This is an optimization exercise on Yosys and OpenROAD, whose aim is small area, not a production implementation.
Only simulation tests tie the RTL to the original design; equivalence was not proved.
Power is estimated from default activity; no workload was simulated.

## v32
## pe_debug_top
module pe_debug_top (
  input  logic                i_clk,
  input  logic                i_rst_n,
  input  logic                i_cs,
  input  logic                i_wr_rd,
  input  dbg_pkg::bus_addr_t  i_addr,
  input  dbg_pkg::bus_data_t  i_wdata,
  output logic                o_ack_n,
  output dbg_pkg::bus_data_t  o_rdata,
  input  dbg_pkg::ready_t     i_rx_inc,
  input  logic                i_mux_inc_dra,
  input  logic                i_mux_inc_dma,
  input  logic                i_mux_inc_conf,
  input  dbg_pkg::pe_vec_t    i_dist_inc,
  input  dbg_pkg::ready_t     i_peri_ready,
  input  dbg_pkg::pe_irq_t    i_pe_irq0,
  input  dbg_pkg::pe_irq_t    i_pe_irq1,
  input  dbg_pkg::pe_irq_t    i_pe_irq2,
  input  dbg_pkg::state_nib_t i_mux_state,
  input  dbg_pkg::usedw7_t    i_usedw_dma,
  input  dbg_pkg::usedw7_t    i_usedw_dra,
  input  dbg_pkg::usedw7_t    i_usedw_conf,
  input  logic                i_dist_state,
  input  dbg_pkg::state_nib_t i_out_state,
  input  dbg_pkg::pe_vec_t    i_dma_alf,
  input  dbg_pkg::usedw30_t   i_usedw_dmawr,
  input  dbg_pkg::usedw30_t   i_usedw_pbufrd,
  input  dbg_pkg::bus_data_t  i_pe_reg_value0,
  input  dbg_pkg::bus_data_t  i_pe_reg_value1,
  input  dbg_pkg::bus_data_t  i_pe_reg_value2,
  input  dbg_pkg::bus_data_t  i_pc0,
  input  dbg_pkg::bus_data_t  i_pc1,
  input  dbg_pkg::bus_data_t  i_pc2,
  output dbg_pkg::reg_id_t    o_pe_reg_id0,
  output dbg_pkg::reg_id_t    o_pe_reg_id1,
  output dbg_pkg::reg_id_t    o_pe_reg_id2
);
For scale: ~1,500 cells after synthesis, ~19,000 µm² of cells after synthesis.
clock: 5.0 ns
lec_check: 0
cap_margin: 20
core_margin: 2
core_utilization: 40
slew_margin: 20
standard.sh (not shown) runs the stock make flow with config.mk's settings and CLKGATE_MAP_FILE= SYNTH_SCRIPT=/design/flow/synth_recipe.tcl, a recipe that flattens the netlist after the stock synthesis.
==> flow/flow/run.sh <==
#!/bin/bash
# Standard layout (standard.sh, its synthesis unchanged) with three changes:
#  - after synthesis, every combinational cell is swapped to the smallest
#    drive strength of its family (downsize.tcl); the flow's own repair
#    steps upsize again where timing needs it. Registers are left as they are;
#  - port buffers are plain buf_1 cells instead of the delay buffers
#    buffer_ports picks by default;
#  - clock tree built from clkbuf_4 with small sink clusters and no dummy
#    loads.
# Each tool's full output goes to a log of its own in this folder; each ORFS
# step also writes its own log under orfs/logs.
set -euo pipefail
export BUFFER_PORTS_ARGS="-buffer_cell sky130_fd_sc_hd__buf_1"
export CTS_ARGS="-sink_clustering_enable -repair_clock_nets -dont_use_dummy_load -buf_list {sky130_fd_sc_hd__clkbuf_4} -sink_clustering_size 8 -sink_clustering_max_diameter 40"
bash standard.sh synth > standard_synth.log 2>&1
R=orfs/results/sky130hd/pe_debug_top/base
cat > downsize_run.tcl <<EOT
read_db $R/1_synth.odb
source flow/downsize.tcl
write_db $R/1_synth.odb
EOT
openroad -no_init -exit downsize_run.tcl > downsize.log 2>&1
bash standard.sh > standard_flow.log 2>&1
==> flow/flow/downsize.tcl <==
# Swap every combinational cell of the synthesized netlist to the smallest
# drive strength of the same cell family (same function and pins); the
# flow's repair steps upsize again where timing needs it. Registers are kept.
set db [ord::get_db]
set block [ord::get_db_block]
set dont_use {}
# smallest master per family (name without the _N drive suffix)
array set best {}
foreach lib [$db getLibs] {
  foreach m [$lib getMasters] {
    set n [$m getName]
    if {![regexp {^(sky130_fd_sc_hd__[a-z0-9]+)_([0-9]+)$} $n -> fam drv]} { continue }
    if {[lsearch -exact $dont_use $n] >= 0} { continue }
    set a [expr {[$m getWidth] * [$m getHeight]}]
    if {![info exists best($fam)] || $a < [lindex $best($fam) 1]} {
      set best($fam) [list $m $a]
    }
  }
}
set nswap 0
foreach inst [$block getInsts] {
  set m [$inst getMaster]
  set n [$m getName]
  if {![regexp {^(sky130_fd_sc_hd__[a-z0-9]+)_([0-9]+)$} $n -> fam drv]} { continue }
  # keep registers, clock gates, latches as they are
  if {[regexp {__(df|edf|sdf|dl|sdl|ebuf|einv)} $n]} { continue }
  set bm [lindex $best($fam) 0]
  if {[$bm getName] ne $n} {
    $inst swapMaster $bm
    incr nswap
  }
}
puts "downsize: swapped $nswap cells"
Both conditions hold for v32: the flow ran to the end and the final layout passed the timing, design-rule and antenna checks.
Edits applied to the flow inputs when going from v32 to v17:
- an added GPL_TIMING_DRIVEN of 0
==> flow/flow/run.sh <==
#!/bin/bash
# Standard layout (standard.sh, unchanged synthesis) with two changes:
#  - port buffers are plain buf_1 cells instead of the delay buffers
#    buffer_ports picks by default;
#  - clock tree built from clkbuf_4 with small sink clusters and no dummy
#    loads.
# standard.sh's full output goes to standard_flow.log; each ORFS step also
# writes its own log under orfs/logs.
set -euo pipefail
export BUFFER_PORTS_ARGS="-buffer_cell sky130_fd_sc_hd__buf_1"
export CTS_ARGS="-sink_clustering_enable -repair_clock_nets -dont_use_dummy_load -buf_list {sky130_fd_sc_hd__clkbuf_4} -sink_clustering_size 8 -sink_clustering_max_diameter 40"
bash standard.sh > standard_flow.log 2>&1
removed: flow/flow/downsize.tcl
## What came out
Diff v32 -> v17 | average via count per standard cell | increase of 0.078
First-pass GRT wire length was higher in the run labelled v17.
Diff v17 and v32: area after synthesis higher in v17
On final core utilization, the lower figure sits with v32, not v17.
Sort v17 and v32 by final worst-path setup slack desc -> top: v32
Critical path depth: v17 vs v32 up 7
NOTE: number of nets in the final layout in v17 exceeds that of v32
v32 → v17: routed length on met1 shows an increase of 4.5%, internal power shows an increase of 220 µW, total power after layout shows an increase of about 6%, sequential cell count shows no meaningful change.
Changes in v29 relative to v17:
- GPL_TIMING_DRIVEN: 0 -> unset
[summary]
Shortest clock period the worst path allows after layout: v29 better than v17. [compare] base=v17 new=v29: final clock period utilization by the worst path has decreased; internal power consumption fell by about 2.7%.

-- port drivers added, routing unchanged --
The flow's constraints put no driver on any port. The routed layouts listed below were extracted and timed again, unchanged, in two steps.
Step 1 (the two cells are an assumption about what drives the block):
set clk [get_ports {i_clk}]
set_driving_cell -lib_cell sky130_fd_sc_hd__clkbuf_16 $clk
set_driving_cell -lib_cell sky130_fd_sc_hd__buf_2 [delete_from_list [all_inputs] $clk]
Step 2 also shifts input and output timing later by t, the mid clock arrival at the registers, as if the neighbouring blocks saw the same clock.
Three values: no drivers, after step 1, after step 2; two values: the first two.
| run | shift t [ns] | slack for setup (ns) | worst setup path after step 2 | slew at the worst register clock pin (ns) |
|---|---|---|---|---|
| v32 | 0.774 | 0.288 / 0.288 / 0.288 | register to register | 0.10 / 0.10 |
| v17 | 0.800 | 0.147 / 0.147 / -0.291 | input to register | 0.10 / 0.10 |
| v29 | 0.803 | 0.386 / 0.386 / 0.386 | register to register | 0.10 / 0.10 |
With both steps, setup timing fails in v17, where it was met with ideal ports. The setup slack of v17, which loses most, moves by 0.000 ns with the drivers and by -0.438 ns with both steps.
